Background: an optimization exercise with open tools, aiming at small area, a short achievable clock period and few clock cycles per item. Do not read the settings as production practice.
In this exercise RTL edits were held to simulation tests only and were not proved equivalent to the original.
Power and IR drop assume default switching activity.

==> flow/design.v <==
package rsc_pkg;
    localparam int STACK_DEPTH_DEF = 16;
endpackage
module rpn_stack_calculator_top #(
    parameter int STACK_DEPTH = rsc_pkg::STACK_DEPTH_DEF
) (
    input  logic        i_clk,
    input  logic        i_rst_n,
    input  logic        i_in_valid,
    output logic        o_in_ready,
    input  logic [2:0]  i_req_type,
    input  logic [31:0] i_operand_value,
    output logic        o_out_valid,
    input  logic        i_out_ready,
    output logic [31:0] o_result_value,
    output logic [31:0] o_top_value,
    output logic [4:0]  o_stack_depth,
    output logic [2:0]  o_status
);
    localparam int MB = 8;           
    localparam int NI = 32 / MB;     
    localparam int W  = 32 + MB;     
    localparam logic [2:0] U_IDLE = 3'd0, U_MIT = 3'd1, U_MF1 = 3'd2, U_DIT = 3'd3, U_FIN = 3'd4;
    logic [31:0] r_t, r_s;
    logic [31:0] r_mem [14];
    logic [4:0]  r_d;
    logic [2:0]  r_st;
    logic        r_rf, r_ov, r_ir;
    logic        r_skv;
    logic [2:0]  r_skt;
    logic [2:0]  r_u;
    logic [31:0] r_a, r_b, r_cs, r_cc;
    logic        r_cin, r_sgn, r_sa, r_sat, r_pow;
    logic [15:0] r_pc;
    logic [3:0]  r_ic;
    logic        busy, take, out_free, go, to_skid;
    logic [2:0]  typ;
    logic [31:0] opnd;
    assign busy     = (r_u != U_IDLE);
    assign take     = i_in_valid & r_ir;
    assign out_free = ~r_ov | i_out_ready;
    assign go       = ~busy & out_free & (r_skv | take);
    assign to_skid  = take & ~go;
    assign typ      = r_skv ? r_skt : i_req_type;
    assign opnd     = r_skv ? r_a : i_operand_value;
    logic full, few, is_push, is_bin, is_add, is_sub, is_mul, is_div, is_pow;
    assign full    = r_d[4];
    assign few     = (r_d[4:1] == 4'd0);
    assign is_push = (typ == 3'd0);
    assign is_add  = (typ == 3'd1);
    assign is_sub  = (typ == 3'd2);
    assign is_mul  = (typ == 3'd3);
    assign is_div  = (typ == 3'd4);
    assign is_pow  = (typ == 3'd5);
    assign is_bin  = is_add | is_sub | is_mul | is_div | is_pow;
    logic signed [32:0] sum, dif;
    logic [31:0] sum_q, dif_q, dz_q, pt_q;
    logic        sum_sat, dif_sat, t_zero, s_zero, pow_triv;
    assign sum     = {r_s[31], r_s} + {r_t[31], r_t};
    assign dif     = {r_s[31], r_s} - {r_t[31], r_t};
    assign sum_sat = sum[32] ^ sum[31];
    assign dif_sat = dif[32] ^ dif[31];
    assign sum_q   = sum_sat ? {sum[32], {31{~sum[32]}}} : sum[31:0];
    assign dif_q   = dif_sat ? {dif[32], {31{~dif[32]}}} : dif[31:0];
    assign t_zero  = (r_t == 32'd0);
    assign s_zero  = (r_s == 32'd0);
    assign dz_q    = s_zero ? 32'd0 : {r_s[31], {31{~r_s[31]}}};
    assign pow_triv = ($signed(r_t) <= $signed(32'h0001_0000));
    assign pt_q    = t_zero ? 32'h0001_0000 : r_s;
    logic [31:0] abs_s, abs_t;
    assign abs_s = r_s[31] ? 32'(-r_s) : r_s;
    assign abs_t = r_t[31] ? 32'(-r_t) : r_t;
    logic        div_esat;
    assign div_esat = (abs_t[31:16] == 16'd0) && (abs_s[31:16] >= abs_t[15:0]);
    logic [15:0] pow_n1;
    assign pow_n1 = r_t[31:16] + {15'd0, |r_t[15:0]} - 16'd1;
    logic [31:0] rd3;
    always_comb begin
        rd3 = r_mem[0];
        for (int i = 0; i < 14; i++) begin
            if (r_d == 5'(i + 3)) rd3 = r_mem[i];
        end
    end
    logic push_ok, bin_ok, single, multi;
    assign push_ok = is_push & ~full;
    assign bin_ok  = is_bin & ~few;
    assign multi   = bin_ok & (is_mul | (is_div & ~t_zero) | (is_pow & ~pow_triv));
    assign single  = ~multi;
    logic [W-1:0] pp [MB];
    logic [W-1:0] m_s, m_c;
    logic [MB:0]  m_lo;
    always_comb begin
        for (int k = 0; k < MB; k++) pp[k] = r_b[k] ? (W'(r_a) << k) : '0;
    end
    function automatic logic [2*W-1:0] csa(input logic [W-1:0] x, input logic [W-1:0] y, input logic [W-1:0] z);
        logic [W-1:0] s, c;
        s = x ^ y ^ z;
        c = ((x & y) | (x & z) | (y & z)) << 1;
        csa = {s, c};
    endfunction
    generate
        if (MB == 8) begin : g_m8
            logic [W-1:0] a0, a1, b0, b1, c0, c1, d0, d1, e0, e1, f0, f1, g0, g1, h0, h1;
            always_comb begin
                {a0, a1} = csa(W'(r_cs), W'(r_cc), pp[0]);
                {b0, b1} = csa(pp[1], pp[2], pp[3]);
                {c0, c1} = csa(pp[4], pp[5], pp[6]);
                {d0, d1} = csa(a0, a1, b0);
                {e0, e1} = csa(b1, c0, c1);
                {f0, f1} = csa(d0, d1, e0);
                {g0, g1} = csa(f0, f1, e1);
                {h0, h1} = csa(g0, g1, pp[7]);
                m_s = h0;
                m_c = h1;
            end
        end else begin : g_m4
            logic [W-1:0] a0, a1, b0, b1, c0, c1, d0, d1;
            always_comb begin
                {a0, a1} = csa(W'(r_cs), W'(r_cc), pp[0]);
                {b0, b1} = csa(pp[1], pp[2], pp[3]);
                {c0, c1} = csa(a0, a1, b0);
                {d0, d1} = csa(c0, c1, b1);
                m_s = d0;
                m_c = d1;
            end
        end
    endgenerate
    assign m_lo = {1'b0, m_s[MB-1:0]} + {1'b0, m_c[MB-1:0]} + {{MB{1'b0}}, r_cin};
    logic [31:0] h;
    logic        m_sat;
    logic [31:0] m_mag;
    assign h     = r_cs + r_cc + {31'd0, r_cin};
    assign m_sat = r_sgn ? ((h[31:16] != 16'd0) || (h[15] && ({h[14:0], r_b[31:16]} != 31'd0)))
                         : (h[31:15] != 17'd0);
    assign m_mag = m_sat ? {r_sgn, {31{~r_sgn}}} : {h[15:0], r_b[31:16]};
    logic [32:0] x1, x2, d1, d2;
    logic        ge1, ge2;
    logic [31:0] r1, r2;
    assign x1  = {r_cs, r_b[31]};
    assign d1  = x1 - {1'b0, r_a};
    assign ge1 = (x1 >= {1'b0, r_a});
    assign r1  = ge1 ? d1[31:0] : x1[31:0];
    assign x2  = {r1, r_b[30]};
    assign d2  = x2 - {1'b0, r_a};
    assign ge2 = (x2 >= {1'b0, r_a});
    assign r2  = ge2 ? d2[31:0] : x2[31:0];
    logic        f_sat;
    logic [31:0] f_q;
    assign f_sat = r_sgn ? (r_b[31] & (|r_b[30:0])) : r_b[31];
    assign f_q   = f_sat ? {r_sgn, {31{~r_sgn}}} : (r_sgn ? 32'(-r_b) : r_b);
    always_ff @(posedge i_clk) begin
        if (!i_rst_n) begin
            r_d   <= '0;
            r_t   <= '0;
            r_ov  <= 1'b0;
            r_ir  <= 1'b1;
            r_skv <= 1'b0;
            r_u   <= U_IDLE;
        end else begin
            if (r_ov && i_out_ready) r_ov <= 1'b0;
            if (to_skid) begin
                r_skv <= 1'b1;
                r_skt <= i_req_type;
                r_a   <= i_operand_value;
            end
            if (go) begin
                r_skv <= 1'b0;
                if (single) begin
                    r_ov <= 1'b1;
                    if (is_push) begin
                        r_rf <= ~full;
                        r_st <= full ? 3'd2 : 3'd0;
                    end else if (!is_bin) begin
                        r_rf <= 1'b0;
                        r_st <= 3'd0;
                    end else if (few) begin
                        r_rf <= 1'b0;
                        r_st <= 3'd1;
                    end else begin
                        r_rf <= 1'b1;
                        if (is_add) begin
                            r_t  <= sum_q;
                            r_st <= sum_sat ? 3'd4 : 3'd0;
                        end else if (is_sub) begin
                            r_t  <= dif_q;
                            r_st <= dif_sat ? 3'd4 : 3'd0;
                        end else if (is_div) begin
                            r_t  <= dz_q;
                            r_st <= 3'd3;
                        end else begin
                            r_t  <= pt_q;
                            r_st <= 3'd0;
                        end
                    end
                    if (push_ok) begin
                        r_t <= opnd;
                    end
                end
                if (push_ok) begin
                    r_s <= r_t;
                    r_d <= r_d + 5'd1;
                end
                if (bin_ok) begin
                    r_s <= rd3;
                    r_d <= r_d - 5'd1;
                end
                if (multi) begin
                    r_cs  <= '0;
                    r_cc  <= '0;
                    r_cin <= 1'b0;
                    r_sat <= 1'b0;
                    r_ic  <= '0;
                    r_pow <= is_pow;
                    r_sa  <= r_s[31];
                    if (is_div) begin
                        r_a   <= abs_t;
                        r_cs  <= {16'd0, abs_s[31:16]};
                        r_b   <= div_esat ? 32'hFFFF_FFFF : {abs_s[15:0], 16'd0};
                        r_sgn <= r_s[31] ^ r_t[31];
                        r_u   <= div_esat ? U_FIN : U_DIT;
                    end else begin
                        r_a   <= abs_s;
                        r_b   <= is_pow ? abs_s : abs_t;
                        r_sgn <= is_pow ? 1'b0 : (r_s[31] ^ r_t[31]);
                        r_pc  <= is_pow ? pow_n1 : 16'd1;
                        r_u   <= U_MIT;
                    end
                end
            end
            case (r_u)
                U_MIT: begin
                    r_cs  <= 32'(m_s >> MB);
                    r_cc  <= 32'(m_c >> MB);
                    r_cin <= m_lo[MB];
                    r_b   <= {m_lo[MB-1:0], r_b[31:MB]};
                    r_ic  <= r_ic + 4'd1;
                    if (r_ic == 4'(NI - 1)) r_u <= U_MF1;
                end
                U_MF1: begin
                    r_b   <= m_mag;
                    r_sat <= r_sat | m_sat;
                    r_cs  <= '0;
                    r_cc  <= '0;
                    r_cin <= 1'b0;
                    r_ic  <= '0;
                    if (r_pc == 16'd1) begin
                        r_u <= U_FIN;
                    end else begin
                        r_pc  <= r_pc - 16'd1;
                        r_sgn <= r_sgn ^ r_sa;
                        r_u   <= U_MIT;
                    end
                end
                U_DIT: begin
                    r_cs <= r2;
                    r_b  <= {r_b[29:0], ge1, ge2};
                    r_ic <= r_ic + 4'd1;
                    if (r_ic == 4'd15) r_u <= U_FIN;
                end
                U_FIN: begin
                    r_t  <= f_q;
                    r_rf <= 1'b1;
                    r_st <= (r_sat | f_sat) ? 3'd4 : 3'd0;
                    r_ov <= 1'b1;
                    r_u  <= U_IDLE;
                end
                default: ;
            endcase
            r_ir <= ~((go & multi) | (busy & ~(r_u == U_FIN)) | ((r_skv & ~go) | to_skid));
        end
    end
    always_ff @(posedge i_clk) begin
        for (int i = 0; i < 14; i++) begin
            if (go && push_ok && r_d == 5'(i + 2)) r_mem[i] <= r_s;
        end
    end
    assign o_in_ready     = r_ir;
    assign o_out_valid    = r_ov;
    assign o_result_value = r_rf ? r_t : 32'd0;
    assign o_top_value    = r_t;
    assign o_stack_depth  = r_d;
    assign o_status       = r_st;
endmodule
==> flow/run.sh <==
#!/bin/bash
# synth_recipe.tcl (not shown) runs the flow's synth.tcl, then flattens the netlist and writes it again
# the make line also repeats each setting of config.mk as NAME=value (left out here)
make -C /OpenROAD-flow-scripts/flow DESIGN_CONFIG=/design/flow/config.mk WORK_HOME=/design/flow/orfs CLKGATE_MAP_FILE= SYNTH_SCRIPT=/design/flow/synth_recipe.tcl finish
==> flow/config.mk <==
export PLATFORM = sky130hd
export DESIGN_NAME = rpn_stack_calculator_top
export DESIGN_NICKNAME = rpn_stack_calculator_top
export VERILOG_FILES = /design/flow/design.v
export SDC_FILE = /design/flow/constraint.sdc
export NUM_CORES = 4
export LEC_CHECK = 0
export CAP_MARGIN = 20
export CORE_MARGIN = 2
export CORE_UTILIZATION = 40
export SLEW_MARGIN = 20
==> flow/constraint.sdc <==
create_clock -name core_clock -period 10.0 [get_ports {i_clk}]
set_input_delay 2.0000 -clock core_clock [delete_from_list [all_inputs] [get_ports {i_clk}]]
set_output_delay 2.0000 -clock core_clock [all_outputs]
set_load 0.01 [all_outputs]
==> summary.md, run 1 <==
| Metric | Value |
|---|---|
| Count of flip-flops with a built-in enable after synthesis | ~640 |
| Most frequent cells in the layout | edfxtp_1 (639), a21oi_1 (433), nand2_1 (425), inv_1 (399), nor2_1 (376) |
| Synthesized netlist cell count | 5353 |
| End-of-flow core utilization | approximately 45% |
| PD cells | 137.3 nW/um^2 |
| Critical path capture point type | register |
| Required time of the critical path | between 10000 and 15000 ps |
| Post-CTS resize count | 0 |
| Portion of total power attributed to combinational logic | between 20% and 30% |
| Final #Nets | between 5000 and 6000 |
| Internal power | about 5.4 mW |
| Die area | around 130000 sq um |
| Count of pins on the block boundary | about 110 |
| Clock Sink Count | around 680 |
| Wire length of the first global-routing pass | 288.2 mm |
| Synth async-reset ratio | 0% |
| Hold buffer count at CTS | 0 |
| Number of failing setup endpoints in the final timing report | 0 |
| Syn. warnings | 3 |
| CTS Buf Count | 79 |
| Worst-case clock buffer depth | 3 |
| Area Overhead vs Synth | 10.90% |
| Part of the power in registers | approximately 40% |
| Post-Syn Area | around 52000 sq um |
| FP Rows | 131 |
| Portion of total power attributed to the clock network | roughly 37% |
| Total core area | around 130000 sq um |
| Worst-path cell with the longest stage delay | o21a_1 |
| Unrepaired setup endpoints after global routing | no |
| WL final | around 200 mm |
| Combined buffer and inverter count along the critical path | 1 |
| Setup slack after layout | about 1800 ps |
| Post-route fraction of the period consumed by the critical path | between 80% and 90% |
| Max Transition Viols Final | 0 |
| Pin count of the biggest net entering global routing | 65 |
| Data arrival time of the critical path | between 8000 and 9000 ps |
| Die Y | around 360 um |
| Pre-CTS worst setup slack | about 2000 ps |
| Ratio of cells with drive above 1 in the final layout | 7.527% |
| Largest fanout on the critical path | 27 |
| Count of antenna-violating nets left after detailed routing | 0 |
| Initial antenna violation count | 5 |
| Clock tree from TritonCTS | yes |
| Minimum clock period after layout | approximately 8000 ps |
| Hpwl dp | between 100 and 150 mm |
| Number of setup buffers added after CTS | 0 |
| Multi-input combinational cell area | 28810 sq um |
| Slew at the pin closest to its max-slew limit | 1250 ps |
| Total routing usage reported by global routing | 29.37% |
| Mean routed wirelength per cell | ~28 um |
| H-tree levels | 3 |
| Starting DRT DRC Count | 5505 |
| Clock Pin Slew Worst Setup and Hold Paths | about 60 ps |
| Flop and latch count out of synthesis | between 600 and 700 |
| Number of design rule violations left after detail routing | 0 |
| Largest incremental delay on the critical path | 830 ps |
| Largest cells by area after synthesis | edfxtp_1 (37%), fa_1 (9.9%), ha_1 (5.1%), a21oi_1 (4.2%), o21ai_0 (3.2%) |
| Family with the most delay on the worst path | compound AO/OA/AOI/OAI gates |
| Hold Violations, Final | 0 |
| Final worst clock skew | 53.59 ps |
| Vias | between 40000 and 50000 |
| Fmax | 0.1223 GHz |
| Most common library cell in the layout ignoring fill and taps | edfxtp_1 |
| Maximum vdd ir drop | 0.0001255 V |
| GR Overflow Total | 0 |
| Static leakage | 21.50 nW |
| Number of port buffers | 112 |
| Initial standard-cell utilization of the core | 40.38% |
| Net Switching | ~2.4 mW |
| Vias in the first global route | roughly 42000 |
| Skew-Pair Late Insertion Delay | 700 ps |
| Startpoint types | register |
| Horizontal die dimension | ~360 um |
| Number of distinct library cells after synthesis | 97 |
| Max-capacitance violation count | 0 |
| Top_reg_cell synth | edfxtp_1 |
| CP Cell Sequence | inv_1 > ha_1 > nor2b_1 > o31ai_1 > a211oi_1 > nor4_2 > nor3_1 > nor3_1 > o21a_1 > o21ai_0 > ha_1 > and3_1 > a211oi_1 > o2bb2ai_1 > a31oi_1 > nand4b_1 > a31oi_1 > o221ai_1 > nor2_1 > nor2_1 > a221o_1 |
| Sequential area share after synthesis | around two fifths |
| DR vias/cell | slightly above 6 |
| Result of the run | timing/DRC/antenna clean |
| Max_slew headroom | 16.05% |
| Last weighted congestion value of the routability-driven placer | 1.041 |
| Net count of the mapped netlist | just under 6000 |
| Fill cells | approximately 12000 |
| Cell accounting for the most synthesized area | edfxtp_1 |
| Kind of path behind the tightest hold check | register to register |
| Total iterations of the first detailed-routing run | 6 |
| Sum Neg Setup Slack | 0 ps |
| Buffer cell driving the clock tree root | clkbuf_16 |
| Proportion of total power due to net switching | 30.99% |
| Category of the most critical setup path | register to register |
| Diodes inserted | 0 |
| Flip-flop and latch area | 20060 sq um |
| Post-synthesis area per instance | 9.631 sq um |
| Post-synth top area share | between 30% and 40% |
==> cells in the mapped netlist, types with 31 or more instances <==
library cell,count
or3_1,31
o31ai_1,38
nor2_1,389
o22ai_1,78
clkbuf_1,291
a22oi_1,51
mux2_2,61
and3_1,61
nand3_1,77
a211oi_1,112
xor2_1,79
a31oi_1,69
edfxtp_1,639
a21oi_1,435
a21o_1,77
nor3_1,80
a211o_1,44
ha_1,210
o21ai_1,33
o21ai_0,332
nand2_1,429
nor4_1,33
xnor2_1,147
mux2i_1,90
and2_1,241
inv_1,399
nand2b_1,40
dfxtp_1,43
nor2b_1,32
fa_1,254
o211ai_1,33
==> final timing paths <==
path                 start  endpoint  slack, ps  cells after the start
max                 r_a[1]   r_cs[1]       1820                     21
max reg2reg         r_a[1]   r_cs[1]       1820                     21
min reg2reg  r_mem[13][30]   r_s[30]        610                      2
min          r_mem[13][30]   r_s[30]        610                      2
==> final cells by class <==
type | count | share of cell area, %
clock buffers | 95 | 3.580
well taps | 1662 | 3.637
flip-flops and latches | 682 | 35.08
multi-input cells | 3917 | 50.39
inverters | 404 | 2.652
clock inverters | 50 | 0.9191
repair buffers | 246 | 3.746
==> registers in the layout, indices dropped and copies added (netlist names), 3 cells and up <==
| signal | count |
|---|---|
| r_a | 32 |
| r_b | 32 |
| r_cc | 32 |
| r_cs | 32 |
| r_d | 5 |
| r_ic | 4 |
| r_mem | 448 |
| r_pc | 16 |
| r_s | 32 |
| r_skt | 3 |
| r_st | 3 |
| r_t | 32 |
| r_u | 3 |
==> cell families after synthesis <==
family                   count (synthesis)  synth area share, %
AO/OA/AOI/OAI                         1557                19.29
XOR/XNOR                               226                3.840
adder cells (fa/ha/maj)                464                14.96
buffers and inverters                  754                5.643
flip-flops                             682                38.89
multiplexers                           151                3.080
AND/OR/NAND/NOR                       1519                14.30
==> power groups by stage <==
stage	clock network (mW)	logic (mW)	registers [mW]
2_1_floorplan	0	1.12	3.20
3_3_place_gp	0	1.70	3.23
3_5_place_dp	0	1.71	3.23
4_1_cts	2.96	1.72	3.17
5_1_grt	3.05	1.91	3.17
6_report	2.92	1.76	3.17
==> worst reg2reg max path, delay by kind of cell (launching register included) <==
family / cells / cell delay, ps
AOI/OAI and AO/OA: 10 / 3970
DFF: 1 / 500
buffers and inverters: 1 / 280
and+or+nand+nor: 8 / 2500
adders and majority gates: 2 / 700
==> layer usage <==
layer | global-route usage, % | part of all wire, % | vias to the layer above
li1 | - | - | 19250
met1 | 39.69 | 41 | 21750
met2 | 45.35 | 45 | 2323
met3 | 4.645 | 8.7 | 486
met4 | 15.70 | 6.2 | 0
met5 | 0 | 0 | -
==> stage by stage <==
step / area, sq um / power [mW] / hold slack [ps] / cells
finish: 57170 / 7.850 / 607.6 / 7056
global placement: 54540 / 4.932 / 578.2 / 6909
global route: 57170 / 8.138 / 636.5 / 7056
detailed placement: 54560 / 4.943 / 589.5 / 6909
CTS: 57130 / 7.852 / 605.7 / 7054
floorplan: 51550 / 4.321 / 525.0 / 5353
Testbench counts, summed over its fixed seeds: cycles 16,432, items 4,000.
==> inputs of run 2 (changes only) <==
--- a/flow/design.v
+++ b/flow/design.v
@@ -1,6 +1,34 @@
 package rsc_pkg;
     localparam int STACK_DEPTH_DEF = 16;
 endpackage
+module rsc_add #(
+    parameter int N = 32
+) (
+    input  logic [N-1:0] a,
+    input  logic [N-1:0] b,
+    input  logic         ci,
+    output logic [N-1:0] s,
+    output logic         co
+);
+    localparam int L = $clog2(N + 1);
+    logic [N:0] g, p, gg, pp;
+    always_comb begin
+        g = {a & b, ci};
+        p = {a ^ b, 1'b0};
+        gg = g;
+        pp = p;
+        for (int l = 0; l < L; l++) begin
+            for (int i = 0; i <= N; i++) begin
+                if (((i >> l) & 1) == 1) begin
+                    gg[i] = gg[i] | (pp[i] & gg[((i >> l) << l) - 1]);
+                    pp[i] = pp[i] & pp[((i >> l) << l) - 1];
+                end
+            end
+        end
+    end
+    assign s  = p[N:1] ^ gg[N-1:0];
+    assign co = gg[N];
+endmodule
 module rpn_stack_calculator_top #(
     parameter int STACK_DEPTH = rsc_pkg::STACK_DEPTH_DEF
 ) (
@@ -56,8 +84,9 @@
     logic signed [32:0] sum, dif;
     logic [31:0] sum_q, dif_q, dz_q, pt_q;
     logic        sum_sat, dif_sat, t_zero, s_zero, pow_triv;
-    assign sum     = {r_s[31], r_s} + {r_t[31], r_t};
-    assign dif     = {r_s[31], r_s} - {r_t[31], r_t};
+    logic sum_co, dif_co;
+    rsc_add #(33) u_sum (.a({r_s[31], r_s}), .b({r_t[31], r_t}), .ci(1'b0), .s(sum), .co(sum_co));
+    rsc_add #(33) u_dif (.a({r_s[31], r_s}), .b(~{r_t[31], r_t}), .ci(1'b1), .s(dif), .co(dif_co));
     assign sum_sat = sum[32] ^ sum[31];
     assign dif_sat = dif[32] ^ dif[31];
     assign sum_q   = sum_sat ? {sum[32], {31{~sum[32]}}} : sum[31:0];
@@ -76,9 +105,9 @@
     assign pow_n1 = r_t[31:16] + {15'd0, |r_t[15:0]} - 16'd1;
     logic [31:0] rd3;
     always_comb begin
-        rd3 = r_mem[0];
+        rd3 = '0;
         for (int i = 0; i < 14; i++) begin
-            if (r_d == 5'(i + 3)) rd3 = r_mem[i];
+            rd3 = rd3 | (r_mem[i] & {32{r_d == 5'(i + 3)}});
         end
     end
     logic push_ok, bin_ok, single, multi;
@@ -129,21 +158,41 @@
     logic [31:0] h;
     logic        m_sat;
     logic [31:0] m_mag;
-    assign h     = r_cs + r_cc + {31'd0, r_cin};
+    logic h_co;
+    rsc_add #(32) u_h (.a(r_cs), .b(r_cc), .ci(r_cin), .s(h), .co(h_co));
     assign m_sat = r_sgn ? ((h[31:16] != 16'd0) || (h[15] && ({h[14:0], r_b[31:16]} != 31'd0)))
                          : (h[31:15] != 17'd0);
     assign m_mag = m_sat ? {r_sgn, {31{~r_sgn}}} : {h[15:0], r_b[31:16]};
-    logic [32:0] x1, x2, d1, d2;
+    logic [32:0] x1;
+    logic [33:0] x2;
+    logic [33:0] sub1;
+    logic [35:0] suba, subb, cs_u, cs_v;
+    logic        co1, coa, cob;
     logic        ge1, ge2;
-    logic [31:0] r1, r2;
-    assign x1  = {r_cs, r_b[31]};
-    assign d1  = x1 - {1'b0, r_a};
-    assign ge1 = (x1 >= {1'b0, r_a});
-    assign r1  = ge1 ? d1[31:0] : x1[31:0];
-    assign x2  = {r1, r_b[30]};
-    assign d2  = x2 - {1'b0, r_a};
-    assign ge2 = (x2 >= {1'b0, r_a});
-    assign r2  = ge2 ? d2[31:0] : x2[31:0];
+    logic [31:0] r2;
+    assign x1 = {r_cs, r_b[31]};
+    assign x2 = {r_cs, r_b[31], r_b[30]};
+    rsc_add #(34) u_d1 (.a({1'b0, x1}), .b(~{2'b0, r_a}), .ci(1'b1), .s(sub1), .co(co1));
+    rsc_add #(36) u_da (.a({2'b0, x2}), .b(~{4'b0, r_a}), .ci(1'b1), .s(suba), .co(coa));
+    always_comb begin
+        logic [35:0] o0, o1, o2;
+        o0 = {2'b0, x2};
+        o1 = ~{3'b0, r_a, 1'b0};
+        o2 = ~{4'b0, r_a};
+        cs_u = o0 ^ o1 ^ o2;
+        cs_v = {((o0[34:0] & o1[34:0]) | (o0[34:0] & o2[34:0]) | (o1[34:0] & o2[34:0])), 1'b1};
+    end
+    rsc_add #(36) u_db (.a(cs_u), .b(cs_v), .ci(1'b1), .s(subb), .co(cob));
+    assign ge1 = ~sub1[33];
+    assign ge2 = ge1 ? ~subb[35] : ~suba[35];
+    always_comb begin
+        case ({ge1, ge2})
+            2'b11:   r2 = subb[31:0];
+            2'b10:   r2 = {sub1[30:0], r_b[30]};
+            2'b01:   r2 = suba[31:0];
+            default: r2 = x2[31:0];
+        endcase
+    end
     logic        f_sat;
     logic [31:0] f_q;
     assign f_sat = r_sgn ? (r_b[31] & (|r_b[30:0])) : r_b[31];
==> run 2 against run 1 <==
Compared with the run above: synthesized cell count shrank 9.3%; fmax grew 20%; register-to-register slack gained 1300 ps; total power grew 0.32%; critical path type unchanged; largest power group unchanged.
==> summary.md, run 2 <==
| Metric | Value |
|---|---|
| Hold Violations, Final | 0 |
| Clock Sink Count | between 600 and 700 |
| Worst-case clock buffer depth | 3 |
| Path depth of the worst reg2reg path | 18 |
| GR Overflow Total | 0 |
| Data arrival time of the critical path | about 7400 ps |
| Final worst clock skew | about 39 ps |
| Largest fanout on the critical path | 20 |
| Synth async-reset ratio | 0% |
| Total routing usage reported by global routing | around 30% |
| DR vias/cell | roughly 6.2 |
| Portion of total power attributed to combinational logic | a little under a quarter |
| Startpoint types | register |
| Total core area | about 120000 sq um |
| Internal power | 5.410 mW |
| Clock tree from TritonCTS | yes |
| Most frequent cells in the layout | edfxtp_1 (639), inv_1 (400), a21oi_1 (363), nor2_1 (333), fa_1 (305) |
| Initial antenna violation count | 12 |
| Clock Pin Slew Worst Setup and Hold Paths | ~60 ps |
| Hpwl dp | 140.9 mm |
| Pin count of the biggest net entering global routing | a little under 70 |
| Result of the run | timing/DRC/antenna clean |
| Wire length of the first global-routing pass | around 280 mm |
| Cell accounting for the most synthesized area | edfxtp_1 |
| Number of port buffers | roughly 110 |
| Synthesized netlist cell count | about 4900 |
| Post-CTS resize count | 0 |
| Initial standard-cell utilization of the core | about two fifths |
| H-tree levels | 3 |
| Maximum vdd ir drop | approximately 0.00014 V |
| Skew-Pair Late Insertion Delay | about 700 ps |
| Mean routed wirelength per cell | between 20 and 30 um |
| Count of flip-flops with a built-in enable after synthesis | ~640 |
| Final #Nets | between 5000 and 6000 |
| Slew at the pin closest to its max-slew limit | roughly 1200 ps |
| Category of the most critical setup path | register to register |
| Register-to-Register Setup Slack | 3170 ps |
| Fmax | approximately 0.15 GHz |
| Filler-free cell count of the finished design | 6607 |
| Top_reg_cell synth | edfxtp_1 |
| Post-synth top area share | around two fifths |
| Kind of path behind the tightest hold check | register to register |
| Critical path capture point type | register |
| Largest cells by area after synthesis | edfxtp_1 (38%), fa_1 (12%), ha_1 (6.1%), a21oi_1 (3.6%), and2_1 (3.4%) |
| Top cell types by occurrence after synthesis | edfxtp_1 (639), inv_1 (401), a21oi_1 (364) |
| Flop and latch count out of synthesis | just under 700 |
| Number of failing setup endpoints in the final timing report | 0 |
| Sequential area share after synthesis | 40.12% |
| Unrepaired setup endpoints after global routing | no |
| Syn. warnings | 7 |
| Number of design rule violations left after detail routing | 0 |
| Buffer cell driving the clock tree root | clkbuf_16 |
| Max_slew headroom | roughly 17% |
| Hold buffer count at CTS | 0 |
| # placed instances | 6458 |
| Number of distinct library cells after synthesis | 95 |
| Number of setup buffers added after CTS | 0 |
| Portion of total power attributed to the clock network | between 30% and 40% |
| Die area | 127800 sq um |
| Required time of the critical path | roughly 11000 ps |
| FP Rows | between 100 and 150 |
| Static leakage | just over 20 nW |
| Part of the power in registers | between 40% and 50% |
| Post-Syn Area | about 50000 sq um |
| PD cells | around 140 nW/um^2 |
| Max-capacitance violation count | 0 |
| Most common library cell in the layout ignoring fill and taps | edfxtp_1 |
| Count of antenna-violating nets left after detailed routing | 0 |
| Most common cell in the synthesized netlist | edfxtp_1 |
| Net Switching | roughly 2.5 mW |
| Starting DRT DRC Count | about 5200 |
| CTS Buf Count | 79 |
| Flip-flop count of the largest register, all copies and words added | between 400 and 500 |
| Last weighted congestion value of the routability-driven placer | 1.020 |
| Post-synthesis area per instance | approximately 10 sq um |
| Die Y | roughly 360 um |
| Vias in the first global route | ~40000 |
| Horizontal die dimension | between 300 and 400 um |
| Max Transition Viols Final | 0 |
| Biggest register | r_mem |
| Instance count along the most critical hold path | 2 |
| Minimum clock period after layout | approximately 7000 ps |
| Count of pins on the block boundary | 113 |
| Sum Neg Setup Slack | 0 ps |
| Net count of the mapped netlist | between 5000 and 6000 |
| Post-route fraction of the period consumed by the critical path | between 60% and 70% |
| Total iterations of the first detailed-routing run | 6 |
| WL final | roughly 190 mm |
| Vias | a little over 40000 |
| Area Overhead vs Synth | 11.72% |
| Ratio of cells with drive above 1 in the final layout | ~6.8% |
| Proportion of total power due to net switching | a little under a third |
[run 2: cell types whose count changed after synthesis, moves of 61 or more]
| cell | delta |
|---|---|
| o21ai_0 | -188 |
| a22oi_1 | +167 |
| nand2_1 | -140 |
| a21oi_1 | -71 |
| clkbuf_1 | -64 |
| a211oi_1 | -61 |
[run 2: power groups by stage]
stage          combinational, mW  clock [mW]  sequential, mW
4_1_cts                     1.77        2.93            3.18
5_1_grt                     1.97        3.04            3.18
3_5_place_dp                1.75           0            3.24
6_report                    1.79        2.90            3.18
2_1_floorplan               1.15           0            3.21
3_3_place_gp                1.75           0            3.24
[run 2: critical path: stages, from the launching register on]
cell       delay [ps]
edfxtp_1          710
or4_4             700
nor4_1            730
and2_1            400
nand3_1           200
o31ai_1           320
xor2_1            650
inv_1             100
ha_1              320
nand4_1           130
nor3_1            230
o21ai_0           130
a211oi_1          290
o31ai_1           160
a2111oi_4         390
and3_1            290
or2_1             600
a211oi_1          130
a31oi_1           190
[run 2: worst paths after layout]
path	start	to
worst max register to register	r_s[5]	r_b[0]
worst min register to register	r_t[23]	r_t[23]
worst min-delay path	r_t[23]	r_t[23]
worst max-delay path	r_s[5]	r_b[0]
[run 2: layout make-up]
cell class              instances  area, sq um
diodes                          4        10.01
clock buffers                  96         2062
clock inverters                48        478.0
fillers                     11660        67970
inverters                     407         1528
multi-input cells            3500        27620
flip-flops and latches        682        20050
well taps                    1637         2048
repair buffers                233         2037
[run 2: logic make-up after synthesis]
logic type / Yosys count / synth area share, %
muxes: 52 / 1.059
AOI/OAI and AO/OA: 1308 / 17.63
and+or+nand+nor: 1351 / 13.50
xor gates and xnor gates: 236 / 4.136
adders and majority gates: 553 / 18.41
buffers and inverters: 673 / 5.150
DFF: 682 / 40.12
[run 2: metal layers]
metal,GRT usage [%],vias up,share of wire [%]
met1,42.58,20740,41
met5,0,-,0.024
li1,-,17670,-
met2,43.98,2353,43
met3,8.000,375,12
met4,11.42,8,4.1
[run 2: stage by stage]
stage	hold WS [ps]	total power [mW]	utilization [%]	instance area (sq um)	setup WS, ps
CTS	580.9	7.875	45.07	55790	3380
global placement	566.2	4.985	43.02	53250	3608
finish	589.0	7.875	45.10	55830	3169
global route	637.9	8.191	45.10	55830	2957
floorplan	523.9	4.360	-	49970	2854
detailed placement	577.6	4.989	43.02	53250	3391
Testbench counts of run 2, summed over its fixed seeds: cycles 16,432, items 4,000.
==> inputs of run 3 (changes only) <==
--- a/flow/config.mk
+++ b/flow/config.mk
@@ -8,4 +8,5 @@
 export CAP_MARGIN = 20
 export CORE_MARGIN = 2
 export CORE_UTILIZATION = 40
+export SETUP_SLACK_MARGIN = 5
 export SLEW_MARGIN = 20
==> run 3 against run 2 <==
Compared with the run above: still clean on timing, DRC and antenna; design area is 5.0% higher; utilization is 2.2 points higher; total power is 2.1% higher; area after synthesis stayed put; sequential cell count stayed put; synthesized cell count stayed put; clock power is 3% higher; routed wire length is 2.2% higher; largest cell class unchanged; largest power group unchanged.
==> summary.md, run 3 <==
| Metric | Value |
|---|---|
| Wire length of the first global-routing pass | 283.3 mm |
| Minimum clock period after layout | between 5000 and 6000 ps |
| Cell accounting for the most synthesized area | edfxtp_1 |
| Total core area | approximately 120000 sq um |
| Max_slew headroom | between 20% and 30% |
| Die Y | between 300 and 400 um |
| Worst hold slack across all endpoints | approximately 540 ps |
| Flip-flop count of the largest register, all copies and words added | about 450 |
| Last weighted congestion value of the routability-driven placer | 1.012 |
| Kind of path behind the tightest hold check | register to register |
| Vias | between 40000 and 50000 |
| Flop and latch count out of synthesis | about 680 |
| Maximum vdd ir drop | 0.0001239 V |
| Post-route fraction of the period consumed by the critical path | 52.14% |
| Flip-flop and latch area | 20110 sq um |
| Total power | 8.040 mW |
| Number of port buffers | 112 |
| Clock Sink Count | about 700 |
| Total iterations of the first detailed-routing run | 8 |
| Final #Nets | 5659 |
| Most frequent cells in the layout | edfxtp_1 (639), inv_1 (388), a21oi_1 (348), nor2_1 (322), fa_1 (302) |
| Count of flip-flops with a built-in enable after synthesis | 639 |
| DR vias/cell | 6.170 |
| CP Cell Sequence | buf_12 > or4_4 > or3_4 > nor3_4 > buf_6 > nand3_4 > o41ai_4 > xnor2_4 > ha_4 > nand4_1 > nor3_2 > o21ai_1 > a211oi_2 > o31ai_4 > a2111oi_4 > buf_4 > a21oi_4 > a222oi_1 > nor2_1 |
| Count of antenna-violating nets left after detailed routing | 0 |
| Top cell types by occurrence after synthesis | edfxtp_1 (639), inv_1 (401), a21oi_1 (364) |
| Net count of the mapped netlist | roughly 5400 |
| Mean routed wirelength per cell | roughly 30 um |
| Sequential area share after synthesis | around two fifths |
| Fmax | 0.1918 GHz |
| Top_reg_cell synth | edfxtp_1 |
| Ratio of cells with drive above 1 in the final layout | 13.36% |
| Unrepaired setup endpoints after global routing | yes |
| Filler-free cell count of the finished design | between 6000 and 7000 |
| Post-Syn Area | 49970 sq um |
| Biggest register | r_mem |
| Max-capacitance violation count | 0 |
| Startpoint types | register |
| H-tree levels | 3 |
| PD cells | approximately 140 nW/um^2 |
| Fill cells | 11400 |
| Worst-case clock buffer depth | 3 |
| Hold buffer count at CTS | 0 |
| Clock Pin Slew Worst Setup and Hold Paths | around 70 ps |
| Result of the run | timing/DRC/antenna clean |
| Initial antenna violation count | 10 |
| Count of pins on the block boundary | 113 |
| FP Rows | about 130 |
| Die area | between 100000 and 150000 sq um |
| # placed instances | approximately 6500 |
| Summed area of non-filler cells in the final layout | 58610 sq um |
| Synthesized netlist cell count | just under 5000 |
| Number of distinct library cells after synthesis | 95 |
| Pin count of the biggest net entering global routing | 78 |
| Horizontal die dimension | 357.5 um |
| Static leakage | approximately 22 nW |
| CTS Buf Count | 77 |
| Critical path capture point type | register |
| Number of failing setup endpoints in the final timing report | 0 |
| Starting DRT DRC Count | approximately 5000 |
| Largest incremental delay on the critical path | between 500 and 600 ps |
| WL final | around 200 mm |
| Skew-Pair Late Insertion Delay | 700 ps |
| Area Overhead vs Synth | 17.27% |
| Buffer cell driving the clock tree root | clkbuf_16 |
| Sum Neg Setup Slack | 0 ps |
| Total routing usage reported by global routing | a little under a third |
| Synth async-reset ratio | 0% |
| Most common cell in the synthesized netlist | edfxtp_1 |
| Post-detailed-placement cell area | about 53000 sq um |
| Post-synth top area share | around two fifths |
| Final worst clock skew | between 50 and 60 ps |
| Largest cells by area after synthesis | edfxtp_1 (38%), fa_1 (12%), ha_1 (6.1%), a21oi_1 (3.6%), and2_1 (3.4%) |
| Max Transition Viols Final | 0 |
| Hold Violations, Final | 0 |
| Data arrival time of the critical path | about 5700 ps |
| Vias in the first global route | roughly 40000 |
| Multi-input combinational cell area | around 29000 sq um |
| Largest fanout on the critical path | 6 |
| Slew at the pin closest to its max-slew limit | around 1100 ps |
| Worst-path cell with the longest stage delay | or4_4 |
| Syn. warnings | 7 |
| GR Overflow Total | 0 |
| Initial standard-cell utilization of the core | between 40% and 50% |
| Required time of the critical path | between 10000 and 15000 ps |
| Number of design rule violations left after detail routing | 0 |
| Most common library cell in the layout ignoring fill and taps | edfxtp_1 |
| Post-synthesis area per instance | 10.29 sq um |
| Family with the most delay on the worst path | compound AO/OA/AOI/OAI gates |
| Category of the most critical setup path | register to register |
| Clock tree from TritonCTS | yes |
| Hpwl dp | 139.3 mm |
| Combined buffer and inverter count along the critical path | 3 |
run 3: cell count changes in the layout (fill, tap and decap cells not counted), moves of 11 or more:
cell,previous run,this run
dfxtp_1,42,21
buf_6,0,27
inv_1,400,388
dfxtp_4,0,12
buf_4,120,244
a21oi_2,0,13
a21oi_1,363,348
o21ai_0,143,123
clkinvlp_4,4,15
ha_1,244,230
nor2_1,333,322
run 3: area by class of cell:
type                    count  share of cell area [%]
multi-input cells        3502                   48.94
flip-flops and latches    682                   34.31
repair buffers            401                   6.091
well taps                1637                   3.495
clock buffers              90                   3.388
inverters                 407                   2.675
clock inverters            51                   1.093
diodes                      3                 0.01281
run 3: worst reg2reg max path, stage by stage, from the launching register on:
cell and delay [ps]:
edfxtp_1 430, buf_12 170, or4_4 530, or3_4 360, nor3_4 220, buf_6 140
nand3_4 100, o41ai_4 450, xnor2_4 160, ha_4 290, nand4_1 160, nor3_2 250
o21ai_1 120, a211oi_2 240, o31ai_4 140, a2111oi_4 450, buf_4 190, a21oi_4 100
a222oi_1 450, nor2_1 90
run 3: stage by stage:
step	util, %	worst slack, ps
floorplan	-	4754
global placement	43.05	3292
detailed placement	43.08	3209
CTS	46.28	4909
global route	47.34	4681
finish	47.34	4786
run 3: where the power goes:
part           switching, mW  total (mW)  internal [mW]
Combinational           1.13        1.88          0.749
Sequential            0.0543        3.17           3.12
Clock                   1.32        2.99           1.66
run 3: layer usage:
metal  routed length, um  global-route usage, %  vias up
li1                    -                      -    18040
met1               83040                  42.86    21000
met2               84530                  44.88     2324
met3               22310                  8.077      428
met4                8566                  11.57        4
met5                  23                      0        -
run 3: path summary, 6_finish.rpt:
kind / startpoint / endpoint / cells after the start / slack, ps
min reg2reg: r_t[13] / r_t[13] / 2 / 540
max reg2reg: r_s[15] / r_u[1] / 19 / 4790
max: r_s[15] / r_u[1] / 19 / 4790
min: r_t[13] / r_t[13] / 2 / 540
run 3: cells by family (layout without fill, tap and decap cells):
family | Yosys count | count (layout) | share of synthesized area (%)
other | 0 | 3 | 0
buffers and inverters | 673 | 949 | 5.150
and+or+nand+nor | 1351 | 1353 | 13.50
DFF | 682 | 682 | 40.12
xor gates and xnor gates | 236 | 236 | 4.136
adders and majority gates | 553 | 553 | 18.41
muxes | 52 | 52 | 1.059
AOI/OAI and AO/OA | 1308 | 1308 | 17.63
run 3: repair_timing:
item                                    4_1_cts  5_1_grt
resized for setup                           149      145
cloned                                        3        1
pin swaps                                    51       72
endpoints found under the setup margin      327      120
setup buffers                                86       76
==> inputs of run 4 (changes only) <==
--- a/flow/design.v
+++ b/flow/design.v
@@ -52,45 +52,40 @@
     logic [31:0] r_t, r_s;
     logic [31:0] r_mem [14];
     logic [4:0]  r_d;
+    logic        q_v, s_v;
+    logic [2:0]  q_t, s_t;
+    logic [31:0] q_op;
+    logic        r_ov, r_ir;
     logic [2:0]  r_st;
-    logic        r_rf, r_ov, r_ir;
-    logic        r_skv;
-    logic [2:0]  r_skt;
+    logic [31:0] r_res, r_ot;
+    logic [4:0]  r_od;
     logic [2:0]  r_u;
     logic [31:0] r_a, r_b, r_cs, r_cc;
-    logic        r_cin, r_sgn, r_sa, r_sat, r_pow;
+    logic        r_cin, r_sgn, r_sa, r_sat;
     logic [15:0] r_pc;
     logic [3:0]  r_ic;
-    logic        busy, take, out_free, go, to_skid;
-    logic [2:0]  typ;
-    logic [31:0] opnd;
+    logic busy, take, out_free, exec, q_free;
     assign busy     = (r_u != U_IDLE);
     assign take     = i_in_valid & r_ir;
     assign out_free = ~r_ov | i_out_ready;
-    assign go       = ~busy & out_free & (r_skv | take);
-    assign to_skid  = take & ~go;
-    assign typ      = r_skv ? r_skt : i_req_type;
-    assign opnd     = r_skv ? r_a : i_operand_value;
+    assign exec     = q_v & ~busy & out_free;
+    assign q_free   = ~q_v | exec;
     logic full, few, is_push, is_bin, is_add, is_sub, is_mul, is_div, is_pow;
     assign full    = r_d[4];
     assign few     = (r_d[4:1] == 4'd0);
-    assign is_push = (typ == 3'd0);
-    assign is_add  = (typ == 3'd1);
-    assign is_sub  = (typ == 3'd2);
-    assign is_mul  = (typ == 3'd3);
-    assign is_div  = (typ == 3'd4);
-    assign is_pow  = (typ == 3'd5);
+    assign is_push = (q_t == 3'd0);
+    assign is_add  = (q_t == 3'd1);
+    assign is_sub  = (q_t == 3'd2);
+    assign is_mul  = (q_t == 3'd3);
+    assign is_div  = (q_t == 3'd4);
+    assign is_pow  = (q_t == 3'd5);
     assign is_bin  = is_add | is_sub | is_mul | is_div | is_pow;
-    logic signed [32:0] sum, dif;
-    logic [31:0] sum_q, dif_q, dz_q, pt_q;
-    logic        sum_sat, dif_sat, t_zero, s_zero, pow_triv;
-    logic sum_co, dif_co;
-    rsc_add #(33) u_sum (.a({r_s[31], r_s}), .b({r_t[31], r_t}), .ci(1'b0), .s(sum), .co(sum_co));
-    rsc_add #(33) u_dif (.a({r_s[31], r_s}), .b(~{r_t[31], r_t}), .ci(1'b1), .s(dif), .co(dif_co));
-    assign sum_sat = sum[32] ^ sum[31];
-    assign dif_sat = dif[32] ^ dif[31];
-    assign sum_q   = sum_sat ? {sum[32], {31{~sum[32]}}} : sum[31:0];
-    assign dif_q   = dif_sat ? {dif[32], {31{~dif[32]}}} : dif[31:0];
+    logic [32:0] as;
+    logic        as_co, as_sat, t_zero, s_zero, pow_triv;
+    logic [31:0] as_q, dz_q, pt_q;
+    rsc_add #(33) u_as (.a({r_s[31], r_s}), .b({r_t[31], r_t} ^ {33{q_t[1]}}), .ci(q_t[1]), .s(as), .co(as_co));
+    assign as_sat  = as[32] ^ as[31];
+    assign as_q    = as_sat ? {as[32], {31{~as[32]}}} : as[31:0];
     assign t_zero  = (r_t == 32'd0);
     assign s_zero  = (r_s == 32'd0);
     assign dz_q    = s_zero ? 32'd0 : {r_s[31], {31{~r_s[31]}}};
@@ -110,11 +105,34 @@
             rd3 = rd3 | (r_mem[i] & {32{r_d == 5'(i + 3)}});
         end
     end
-    logic push_ok, bin_ok, single, multi;
+    logic push_ok, bin_ok, multi, single, res_ok;
+    logic [31:0] t_new;
+    logic [2:0]  st_new;
     assign push_ok = is_push & ~full;
     assign bin_ok  = is_bin & ~few;
     assign multi   = bin_ok & (is_mul | (is_div & ~t_zero) | (is_pow & ~pow_triv));
     assign single  = ~multi;
+    assign res_ok  = push_ok | bin_ok;
+    always_comb begin
+        t_new  = r_t;
+        st_new = 3'd0;
+        if (is_push) begin
+            if (full) st_new = 3'd2;
+            else      t_new  = q_op;
+        end else if (is_bin) begin
+            if (few) begin
+                st_new = 3'd1;
+            end else if (is_add | is_sub) begin
+                t_new  = as_q;
+                st_new = as_sat ? 3'd4 : 3'd0;
+            end else if (is_div) begin
+                t_new  = dz_q;
+                st_new = 3'd3;
+            end else begin
+                t_new  = pt_q;
+            end
+        end
+    end
     logic [W-1:0] pp [MB];
     logic [W-1:0] m_s, m_c;
     logic [MB:0]  m_lo;
@@ -156,9 +174,8 @@
     endgenerate
     assign m_lo = {1'b0, m_s[MB-1:0]} + {1'b0, m_c[MB-1:0]} + {{MB{1'b0}}, r_cin};
     logic [31:0] h;
-    logic        m_sat;
+    logic        h_co, m_sat;
     logic [31:0] m_mag;
-    logic h_co;
     rsc_add #(32) u_h (.a(r_cs), .b(r_cc), .ci(r_cin), .s(h), .co(h_co));
     assign m_sat = r_sgn ? ((h[31:16] != 16'd0) || (h[15] && ({h[14:0], r_b[31:16]} != 31'd0)))
                          : (h[31:15] != 17'd0);
@@ -197,54 +214,51 @@
     logic [31:0] f_q;
     assign f_sat = r_sgn ? (r_b[31] & (|r_b[30:0])) : r_b[31];
     assign f_q   = f_sat ? {r_sgn, {31{~r_sgn}}} : (r_sgn ? 32'(-r_b) : r_b);
+    logic fin;
+    assign fin = (r_u == U_FIN);
+    logic q_v_nx, s_v_nx, busy_nx;
+    assign q_v_nx  = q_free ? (s_v | take) : 1'b1;
+    assign s_v_nx  = ~q_free & (s_v | take);
+    assign busy_nx = (exec & multi) | (busy & ~fin);
     always_ff @(posedge i_clk) begin
         if (!i_rst_n) begin
-            r_d   <= '0;
-            r_t   <= '0;
-            r_ov  <= 1'b0;
-            r_ir  <= 1'b1;
-            r_skv <= 1'b0;
-            r_u   <= U_IDLE;
+            r_d  <= '0;
+            r_t  <= '0;
+            r_ov <= 1'b0;
+            r_ir <= 1'b1;
+            q_v  <= 1'b0;
+            s_v  <= 1'b0;
+            r_u  <= U_IDLE;
         end else begin
+            if (q_free) begin
+                if (s_v) begin
+                    q_v  <= 1'b1;
+                    q_t  <= s_t;
+                    q_op <= r_a;
+                    s_v  <= 1'b0;
+                end else if (take) begin
+                    q_v  <= 1'b1;
+                    q_t  <= i_req_type;
+                    q_op <= i_operand_value;
+                end else begin
+                    q_v  <= 1'b0;
+                end
+            end else if (take) begin
+                s_v <= 1'b1;
+                s_t <= i_req_type;
+                r_a <= i_operand_value;
+            end
+            r_ir <= ~s_v_nx & ~(busy_nx & q_v_nx);
             if (r_ov && i_out_ready) r_ov <= 1'b0;
-            if (to_skid) begin
-                r_skv <= 1'b1;
-                r_skt <= i_req_type;
-                r_a   <= i_operand_value;
+            if (exec && single) begin
+                r_ov <= 1'b1;
+                r_st <= st_new;
+                r_ot <= t_new;
+                r_res <= res_ok ? t_new : 32'd0;
+                r_od <= push_ok ? r_d + 5'd1 : (bin_ok ? r_d - 5'd1 : r_d);
+                r_t  <= t_new;
             end
-            if (go) begin
-                r_skv <= 1'b0;
-                if (single) begin
-                    r_ov <= 1'b1;
-                    if (is_push) begin
-                        r_rf <= ~full;
-                        r_st <= full ? 3'd2 : 3'd0;
-                    end else if (!is_bin) begin
-                        r_rf <= 1'b0;
-                        r_st <= 3'd0;
-                    end else if (few) begin
-                        r_rf <= 1'b0;
-                        r_st <= 3'd1;
-                    end else begin
-                        r_rf <= 1'b1;
-                        if (is_add) begin
-                            r_t  <= sum_q;
-                            r_st <= sum_sat ? 3'd4 : 3'd0;
-                        end else if (is_sub) begin
-                            r_t  <= dif_q;
-                            r_st <= dif_sat ? 3'd4 : 3'd0;
-                        end else if (is_div) begin
-                            r_t  <= dz_q;
-                            r_st <= 3'd3;
-                        end else begin
-                            r_t  <= pt_q;
-                            r_st <= 3'd0;
-                        end
-                    end
-                    if (push_ok) begin
-                        r_t <= opnd;
-                    end
-                end
+            if (exec) begin
                 if (push_ok) begin
                     r_s <= r_t;
                     r_d <= r_d + 5'd1;
@@ -259,7 +273,6 @@
                     r_cin <= 1'b0;
                     r_sat <= 1'b0;
                     r_ic  <= '0;
-                    r_pow <= is_pow;
                     r_sa  <= r_s[31];
                     if (is_div) begin
                         r_a   <= abs_t;
@@ -307,26 +320,27 @@
                     if (r_ic == 4'd15) r_u <= U_FIN;
                 end
                 U_FIN: begin
-                    r_t  <= f_q;
-                    r_rf <= 1'b1;
-                    r_st <= (r_sat | f_sat) ? 3'd4 : 3'd0;
-                    r_ov <= 1'b1;
-                    r_u  <= U_IDLE;
+                    r_t   <= f_q;
+                    r_ot  <= f_q;
+                    r_res <= f_q;
+                    r_od  <= r_d;
+                    r_st  <= (r_sat | f_sat) ? 3'd4 : 3'd0;
+                    r_ov  <= 1'b1;
+                    r_u   <= U_IDLE;
                 end
                 default: ;
             endcase
-            r_ir <= ~((go & multi) | (busy & ~(r_u == U_FIN)) | ((r_skv & ~go) | to_skid));
         end
     end
     always_ff @(posedge i_clk) begin
         for (int i = 0; i < 14; i++) begin
-            if (go && push_ok && r_d == 5'(i + 2)) r_mem[i] <= r_s;
+            if (exec && push_ok && r_d == 5'(i + 2)) r_mem[i] <= r_s;
         end
     end
     assign o_in_ready     = r_ir;
     assign o_out_valid    = r_ov;
-    assign o_result_value = r_rf ? r_t : 32'd0;
-    assign o_top_value    = r_t;
-    assign o_stack_depth  = r_d;
+    assign o_result_value = r_res;
+    assign o_top_value    = r_ot;
+    assign o_stack_depth  = r_od;
     assign o_status       = r_st;
 endmodule
==> run 4 against run 3 <==
Compared with the run above: sequential power rose by 19%; critical endpoint is now r_b[11]; critical path depth down 3; the layout now fails its checks (capacitance limit, slew limit); total power increased by 21%.
==> summary.md, run 4 <==
| Metric | Value |
|---|---|
| End-of-flow core utilization | roughly 47% |
| Critical path capture point type | register |
| Worst-case clock buffer depth | 3 |
| Flop and latch count out of synthesis | just under 800 |
| Max-capacitance violation count | 1 |
| CTS Buf Count | slightly above 80 |
| Largest fanout on the critical path | 10 |
| Buffer cell driving the clock tree root | clkbuf_16 |
| Kind of path behind the tightest hold check | register to register |
| CP Cell Sequence | or4_4 > nor3_2 > nand2_1 > nand2_1 > xor2_1 > ha_4 > nand4_1 > a211o_1 > o211ai_1 > nand4_1 > nor4_4 > nand2b_4 > buf_4 > and2_4 > o211ai_2 > o221ai_1 |
| Hold Violations, Final | 0 |
| Initial standard-cell utilization of the core | between 40 and 50% |
| PD cells | 158.4 nW/um^2 |
| Unrepaired setup endpoints after global routing | yes |
| Pre-CTS worst setup slack | approximately 3500 ps |
| WL final | slightly above 200 mm |
| Count of antenna-violating nets left after detailed routing | 0 |
| Most common library cell in the layout ignoring fill and taps | edfxtp_1 |
| Total core area | around 130000 sq um |
| Blocking Checks | capacitance limit, slew limit |
| Number of design rule violations left after detail routing | 0 |
| H-tree levels | 3 |
| Post-Syn Area | 52670 sq um |
| Final #Nets | between 5000 and 6000 |
| GR Overflow Total | 0 |
| Fmax | about 0.19 GHz |
| Largest incremental delay on the critical path | 780 ps |
| Worst hold slack across all endpoints | around 540 ps |
| Sum Neg Setup Slack | 0 ps |
| Top cell types by occurrence after synthesis | edfxtp_1 (742), nor2_1 (386), nand2_1 (380) |
| Slew at the pin closest to its max-slew limit | ~1500 ps |
| Total routing usage reported by global routing | between 30% and 40% |
| Most common cell in the synthesized netlist | edfxtp_1 |
| Hpwl dp | about 140 mm |
| Startpoint types | register |
| Die area | roughly 130000 sq um |
| Last weighted congestion value of the routability-driven placer | ~1.0 |
| Flip-flop count of the largest register, all copies and words added | ~450 |
| Clock tree from TritonCTS | yes |
| Synth async-reset ratio | 0% |
| Biggest register | r_mem |
| Max_slew headroom | -3.281% |
| Hold buffer count at CTS | 0 |
| Number of failing setup endpoints in the final timing report | 0 |
| FP Rows | around 130 |
| Net count of the mapped netlist | approximately 5500 |
| Post-detailed-placement cell area | 55970 sq um |
| Largest cells by area after synthesis | edfxtp_1 (42%), fa_1 (11%), ha_1 (5.1%), nor2_1 (2.8%), nand2_1 (2.7%) |
| Count of flip-flops with a built-in enable after synthesis | approximately 740 |
| Wire length of the first global-routing pass | between 200 and 300 mm |
| Post-synth top area share | between 40% and 50% |
| Post-synthesis area per instance | 10.63 sq um |
| Clock Sink Count | ~790 |
| Required time of the critical path | around 11000 ps |
| Category of the most critical setup path | register to register |
| Area Overhead vs Synth | 16.25% |
| Static leakage | approximately 23 nW |
| Post-route fraction of the period consumed by the critical path | a little over half |
| Most frequent cells in the layout | edfxtp_1 (742), nand2_1 (370), nor2_1 (359), inv_1 (345), fa_1 (298) |
| Maximum vdd ir drop | approximately 0.00012 V |
| Sequential area share after synthesis | approximately 44% |
| Die Y | between 300 and 400 um |
| Number of port buffers | ~110 |
| Result of the run | complete, but fails checks |
| Clock Pin Slew Worst Setup and Hold Paths | 70 ps |
| Pin count of the biggest net entering global routing | 73 |
| Count of pins on the block boundary | roughly 110 |
| Starting DRT DRC Count | 5903 |
| Worst-path cell with the longest stage delay | xor2_1 |
| Max Transition Viols Final | 6 |
| Synthesized netlist cell count | about 5000 |
| Setup slack after layout | between 4000 and 5000 ps |
| Ratio of cells with drive above 1 in the final layout | a little over an eighth |
| Top_reg_cell synth | edfxtp_1 |
| Minimum clock period after layout | 5251 ps |
| Syn. warnings | 7 |
| Final worst clock skew | approximately 70 ps |
| Number of distinct library cells after synthesis | 93 |
| Data arrival time of the critical path | a little under 6000 ps |
| Horizontal die dimension | between 300 and 400 um |
| Vias | approximately 43000 |
| Mean routed wirelength per cell | approximately 30 um |
| Skew-Pair Late Insertion Delay | about 750 ps |
| Vias in the first global route | slightly above 40000 |
| Initial antenna violation count | 11 |
| Cell accounting for the most synthesized area | edfxtp_1 |
| Register-to-Register Setup Slack | approximately 4700 ps |
| Total iterations of the first detailed-routing run | 6 |
| Summed area of non-filler cells in the final layout | 61220 sq um |
| DR vias/cell | ~6.2 |
[run 4: cell count changes after synthesis, moves of 42 or more]
cell and change:
edfxtp_1 +103, nand2_1 +91, a21oi_1 -86, o21ai_0 +83
xnor2_1 -67, and2_1 -64, a22oi_1 -55, inv_1 -47
xor2_1 +44, nor2_1 +43, a221oi_1 +42
[run 4: per-layer routing]
layer	wire length, um	part of all wire (%)	vias up	global-route usage (%)
li1	-	-	18340	-
met4	12090	5.8	4	14.86
met1	81680	39	21690	39.97
met2	93110	45	2560	47.38
met3	20570	9.9	533	5.650
met5	38	0.018	-	0
[run 4: final cells by class]
cell class | count | area (sq um)
antenna | 2 | 5.005
clock buffer | 108 | 2211
clock inverter | 46 | 619.3
fill | 12330 | 69910
inverter | 355 | 1359
multi-input combinational | 3508 | 28320
sequential | 786 | 23170
tap | 1755 | 2196
timing repair buffer | 378 | 3343
[run 4: per-stage QoR]
step	instances	power (mW)
after floorplan	4956	5.326
after global placement	6625	6.216
after detailed placement	6625	6.227
after CTS	6888	9.556
after global routing	6936	10.06
final	6938	9.700
[run 4: path summary, 6_finish.rpt]
kind / from / endpoint / depth (start not counted)
setup / recovery: r_t[6] / r_b[11] / 16
hold / removal: r_ov / r_ov / 2
setup reg to reg: r_t[6] / r_b[11] / 16
hold reg to reg: r_ov / r_ov / 2
[run 4: kinds of logic after synthesis]
logic type / after synthesis / share of synthesized area [%]
buf+inv: 665 / 4.813
mux: 85 / 1.715
flops: 786 / 43.98
xor+xnor: 213 / 3.542
simple gates: 1394 / 12.76
fa+ha+maj: 519 / 16.57
compound gates: 1294 / 16.62
[run 4: where the power goes]
group	switching, mW	leakage [nW]	internal [mW]
Sequential	0.114	7.16	3.65
Clock	1.44	1.37	1.82
Combinational	1.61	14.1	1.06
[run 4: what timing repair did]
| item | in CTS | in global routing |
|---|---|---|
| resized for setup | 104 | 169 |
| endpoints found under the setup margin | 257 | 178 |
| gates cloned | 3 | 1 |
| buffers inserted | 106 | 47 |
| pin swaps | 30 | 83 |
[run 4: worst max-delay path: cells and delay by family, from the launching register on]
kind            cells  cell delay (ps)
simple gates        9             2790
xor+xnor            1              780
compound gates      4              590
flops               1              470
fa+ha+maj           1              250
buf+inv             1              140
Testbench counts of run 4, summed over its fixed seeds: cycles 16,440, items 4,000.
==> inputs of run 5 (changes only) <==
==> flow/flow/run.sh (new file) <==
#!/bin/bash
set -euo pipefail
bash standard.sh SETUP_SLACK_MARGIN=6.5 finish > standard_flow.log 2>&1
==> flow/standard.sh (new file) <==
#!/bin/bash
# synth_recipe.tcl (not shown) runs the flow's synth.tcl, then flattens the netlist and writes it again
# the make line also repeats each setting of config.mk as NAME=value (left out here)
make -C /OpenROAD-flow-scripts/flow DESIGN_CONFIG=/design/flow/config.mk WORK_HOME=/design/flow/orfs CLKGATE_MAP_FILE= SYNTH_SCRIPT=/design/flow/synth_recipe.tcl "${@:-finish}"
--- a/flow/config.mk
+++ b/flow/config.mk
@@ -8,5 +8,4 @@
 export CAP_MARGIN = 20
 export CORE_MARGIN = 2
 export CORE_UTILIZATION = 40
-export SETUP_SLACK_MARGIN = 5
 export SLEW_MARGIN = 20
removed: flow/run.sh
==> run 5 against run 4 <==
Compared with the run above: fails the layout checks on capacitance limit; clock power rose by 1%; clock skew fell by 14 ps; die area unchanged; non-clock buffer count up 194; worst hold slack worse by 35 ps; total power up 5.4%; sequential share of layout area shrank 2.4 points; sequential power about the same; register-to-register slack improved by 260 ps; utilization rose by 3.2 points; critical path depth grew 2; synthesized cell count is the same; critical path type unchanged; critical endpoint is now r_b[31].
==> summary.md, run 5 <==
| Metric | Value |
|---|---|
| Result of the run | complete, but fails checks |
| Blocking Checks | capacitance limit |
| GR Overflow Total | 0 |
| Fmax | between 0.2 and 0.25 GHz |
| Final #Nets | 5866 |
| Post-Syn Area | about 53000 sq um |
| Post-synthesis area per instance | approximately 11 sq um |
| CP Cell Sequence | or4_4 > or4_4 > or2_4 > or3_4 > buf_12 > o31ai_4 > xnor2_2 > ha_1 > a21o_1 > a21oi_2 > o21ai_1 > nor4_4 > nor4_4 > buf_4 > nand2b_4 > nand2b_4 > a222oi_1 > nand2_1 |
| Flop and latch count out of synthesis | slightly below 800 |
| Count of antenna-violating nets left after detailed routing | 0 |
| Wire length of the first global-routing pass | a little over 300 mm |
| Post-synth top area share | between 40% and 50% |
| DR vias/cell | approximately 6.3 |
| Sum Neg Setup Slack | 0 ps |
| Initial standard-cell utilization of the core | 40.16% |
| Most common cell in the synthesized netlist | edfxtp_1 |
| Largest fanout on the critical path | 5 |
| Largest incremental delay on the critical path | 560 ps |
| Maximum vdd ir drop | 0.0001171 V |
| Fill cells | approximately 12000 |
| # placed instances | around 6600 |
| PD cells | ~160 nW/um^2 |
| Mean routed wirelength per cell | about 30 um |
| Instance count along the most critical hold path | 2 |
| Largest cells by area after synthesis | edfxtp_1 (42%), fa_1 (11%), ha_1 (5.1%), nor2_1 (2.8%), nand2_1 (2.7%) |
| Number of port buffers | between 100 and 150 |
| Multi-input combinational cell area | roughly 30000 sq um |
| Total routing usage reported by global routing | between 30% and 40% |
| Flip-flop and latch area | between 20000 and 25000 sq um |
| Post-detailed-placement cell area | between 50000 and 60000 sq um |
| Portion of total power attributed to combinational logic | 31.1% |
| Hold Violations, Final | 0 |
| Part of the power in registers | 36.6% |
| Max-capacitance violation count | 1 |
| Total power | just over 10 mW |
| Total iterations of the first detailed-routing run | 6 |
| Post-route fraction of the period consumed by the critical path | around 50% |
| Clock Pin Slew Worst Setup and Hold Paths | approximately 60 ps |
| WL final | approximately 220 mm |
| Net count of the mapped netlist | ~5500 |
| Net Switching | between 3 and 4 mW |
| Data arrival time of the critical path | 5420 ps |
| Unrepaired setup endpoints after global routing | yes |
| Buffer cell driving the clock tree root | clkbuf_16 |
| Minimum clock period after layout | approximately 5000 ps |
| FP Rows | ~130 |
| Top_reg_cell synth | edfxtp_1 |
| Static leakage | approximately 24 nW |
| Skew-Pair Late Insertion Delay | 740 ps |
| Sequential area share after synthesis | ~44% |
| Worst-case clock buffer depth | 3 |
| Die area | 134600 sq um |
| Biggest register | r_mem |
| Horizontal die dimension | ~370 um |
| Synth async-reset ratio | 0% |
| Most frequent cells in the layout | edfxtp_1 (742), nand2_1 (358), nor2_1 (344), buf_4 (331), inv_1 (267) |
| CTS Buf Count | 87 |
| H-tree levels | 3 |
| Proportion of total power due to net switching | 33.26% |
| Path depth of the worst reg2reg path | 18 |
| Startpoint types | register |
| Critical path capture point type | register |
| Summed area of non-filler cells in the final layout | 65430 sq um |
| Internal power | about 6.8 mW |
| Vias in the first global route | approximately 43000 |
| Starting DRT DRC Count | 5521 |
| Total core area | between 100000 and 150000 sq um |
| Die Y | ~370 um |
| Flip-flop count of the largest register, all copies and words added | between 400 and 500 |
| Clock tree from TritonCTS | yes |
| Vias | 44660 |
| Hpwl dp | roughly 140 mm |
| Final worst clock skew | roughly 56 ps |
| Filler-free cell count of the finished design | approximately 7100 |
| Number of distinct library cells after synthesis | 93 |
| Slew at the pin closest to its max-slew limit | 1552 ps |
| Number of failing setup endpoints in the final timing report | 0 |
| Max Transition Viols Final | 4 |
| Synthesized netlist cell count | ~5000 |
| Number of design rule violations left after detail routing | 0 |
| Syn. warnings | 7 |
| Worst-path cell with the longest stage delay | or4_4 |
| Last weighted congestion value of the routability-driven placer | about 1 |
| Portion of total power attributed to the clock network | around 32% |
| Max_slew headroom | -4.566% |
| Most common library cell in the layout ignoring fill and taps | edfxtp_1 |
| Top cell types by occurrence after synthesis | edfxtp_1 (742), nor2_1 (386), nand2_1 (380) |
| Ratio of cells with drive above 1 in the final layout | 24.55% |
| Count of flip-flops with a built-in enable after synthesis | around 740 |
| Category of the most critical setup path | register to register |
| Clock Sink Count | about 800 |
| Required time of the critical path | 10440 ps |
| Kind of path behind the tightest hold check | register to register |
| Cell accounting for the most synthesized area | edfxtp_1 |
| Pin count of the biggest net entering global routing | 62 |
| Initial antenna violation count | 6 |
| Area Overhead vs Synth | 24.23% |
| Count of pins on the block boundary | about 110 |
run 5: cell counts after synthesis:
Identical to the previous run, type by type.
run 5: logic make-up (layout without fill, tap and decap cells):
group / Yosys count / count (layout) / synth area share [%]
xor gates and xnor gates: 213 / 214 / 3.542
buffers and inverters: 665 / 1090 / 4.813
muxes: 85 / 85 / 1.715
other: 0 / 4 / 0
and+or+nand+nor: 1394 / 1397 / 12.76
adders and majority gates: 519 / 519 / 16.57
DFF: 786 / 786 / 43.98
AOI/OAI and AO/OA: 1294 / 1294 / 16.62
run 5: path summary, 6_finish.rpt:
| path | to | slack [ps] | from |
|---|---|---|---|
| worst max-delay path | r_b[31] | 5010 | r_s[13] |
| worst min-delay path | r_ov | 500 | r_ov |
| worst max register to register | r_b[31] | 5010 | r_s[13] |
| worst min register to register | r_ov | 500 | r_ov |
run 5: per-stage QoR:
stage,utilization (%),setup slack [ps],hold slack [ps]
3_5_place_dp,43.38,4096,503.0
5_1_grt,49.89,4885,531.5
6_report,49.90,5012,503.2
2_1_floorplan,-,5222,500.1
4_1_cts,48.63,5145,509.0
3_3_place_gp,43.36,4120,497.0
run 5: what timing repair did:
| item | 4_1_cts | 5_1_grt |
|---|---|---|
| gates resized for setup | 527 | 246 |
| setup buffers | 226 | 92 |
| endpoints found under the setup margin | 978 | 888 |
| gates cloned | 20 | 2 |
| pin swaps | 177 | 163 |
| hold buffers | 0 | 0 |
run 5: power groups by stage:
stage                     Clock (mW)  Combinational [mW]  Sequential (mW)
after CTS                       3.33                2.94             3.74
after global placement             0                2.54             3.82
final                           3.30                3.18             3.74
after floorplan                    0                1.69             3.76
after global routing            3.44                3.39             3.74
after detailed placement           0                2.55             3.82
run 5: area by class of cell:
class,count,share of cell area [%]
Inverter,355,2.167
Clock inverter,54,0.9045
Clock buffer,108,3.494
Tap cell,1755,3.356
Multi-Input combinational cell,3509,46.01
Timing Repair Buffer,572,8.592
Timing Repair inverter,1,0.01339
Sequential cell,786,35.45
Antenna cell,4,0.01530
run 5: routing by layer:
metal / vias to the layer above / wire, um / share of wire, % / track usage (%)
li1: 18800 / - / - / -
met1: 22450 / 84920 / 39 / 42.39
met2: 2783 / 95430 / 44 / 48.31
met3: 620 / 22770 / 10 / 6.257
met4: 6 / 13790 / 6.4 / 16.05
met5: - / 46 / 0.021 / 0
run 5: worst max-delay path: cells and delay by family (launching register included):
kind                     cells  cell delay (ps)
AO/OA/AOI/OAI                5             1030
AND/OR/NAND/NOR              9             2380
adder cells (fa/ha/maj)      1              310
flip-flops                   1              480
buffers and inverters        2              320
XOR/XNOR                     1              190

separate check: timing with driven ports:
The flow's constraints put no driver on any port. The routed layouts listed below were extracted and timed again, unchanged, in two steps.
Step 1, drivers: a clkbuf_16 drives i_clk and a buf_2 each remaining input, both assumed.
Step 2 times the ports against the registers' clock, not the clock port: input delays grow and output delays shrink by t, the midpoint of the rising clock arrivals with the driver on.
a / b / c = ideal / step 1 / step 2; a / b = the first two.
run | t, ns | slack for setup (ns) | hold slack, ns | worst slew at a driven data input, ns
run 1 | 0.760 | 1.823 / 1.823 / 1.823 | 0.608 / 0.608 / 0.608 | 0.14
run 2 | 0.746 | 3.169 / 3.169 / 3.169 | 0.589 / 0.589 / 0.589 | 0.17
run 3 | 0.744 | 4.786 / 4.786 / 4.398 | 0.537 / 0.537 / 0.537 | 0.13
run 4 | 0.791 | 4.749 / 4.749 / 4.724 | 0.538 / 0.538 / 0.538 | 0.07
run 5 | 0.788 | 5.012 / 5.012 / 5.012 | 0.503 / 0.503 / 0.503 | 0.04
The setup slack of run 3, which loses most, moves by 0.000 ns with the drivers and by -0.388 ns with both steps.
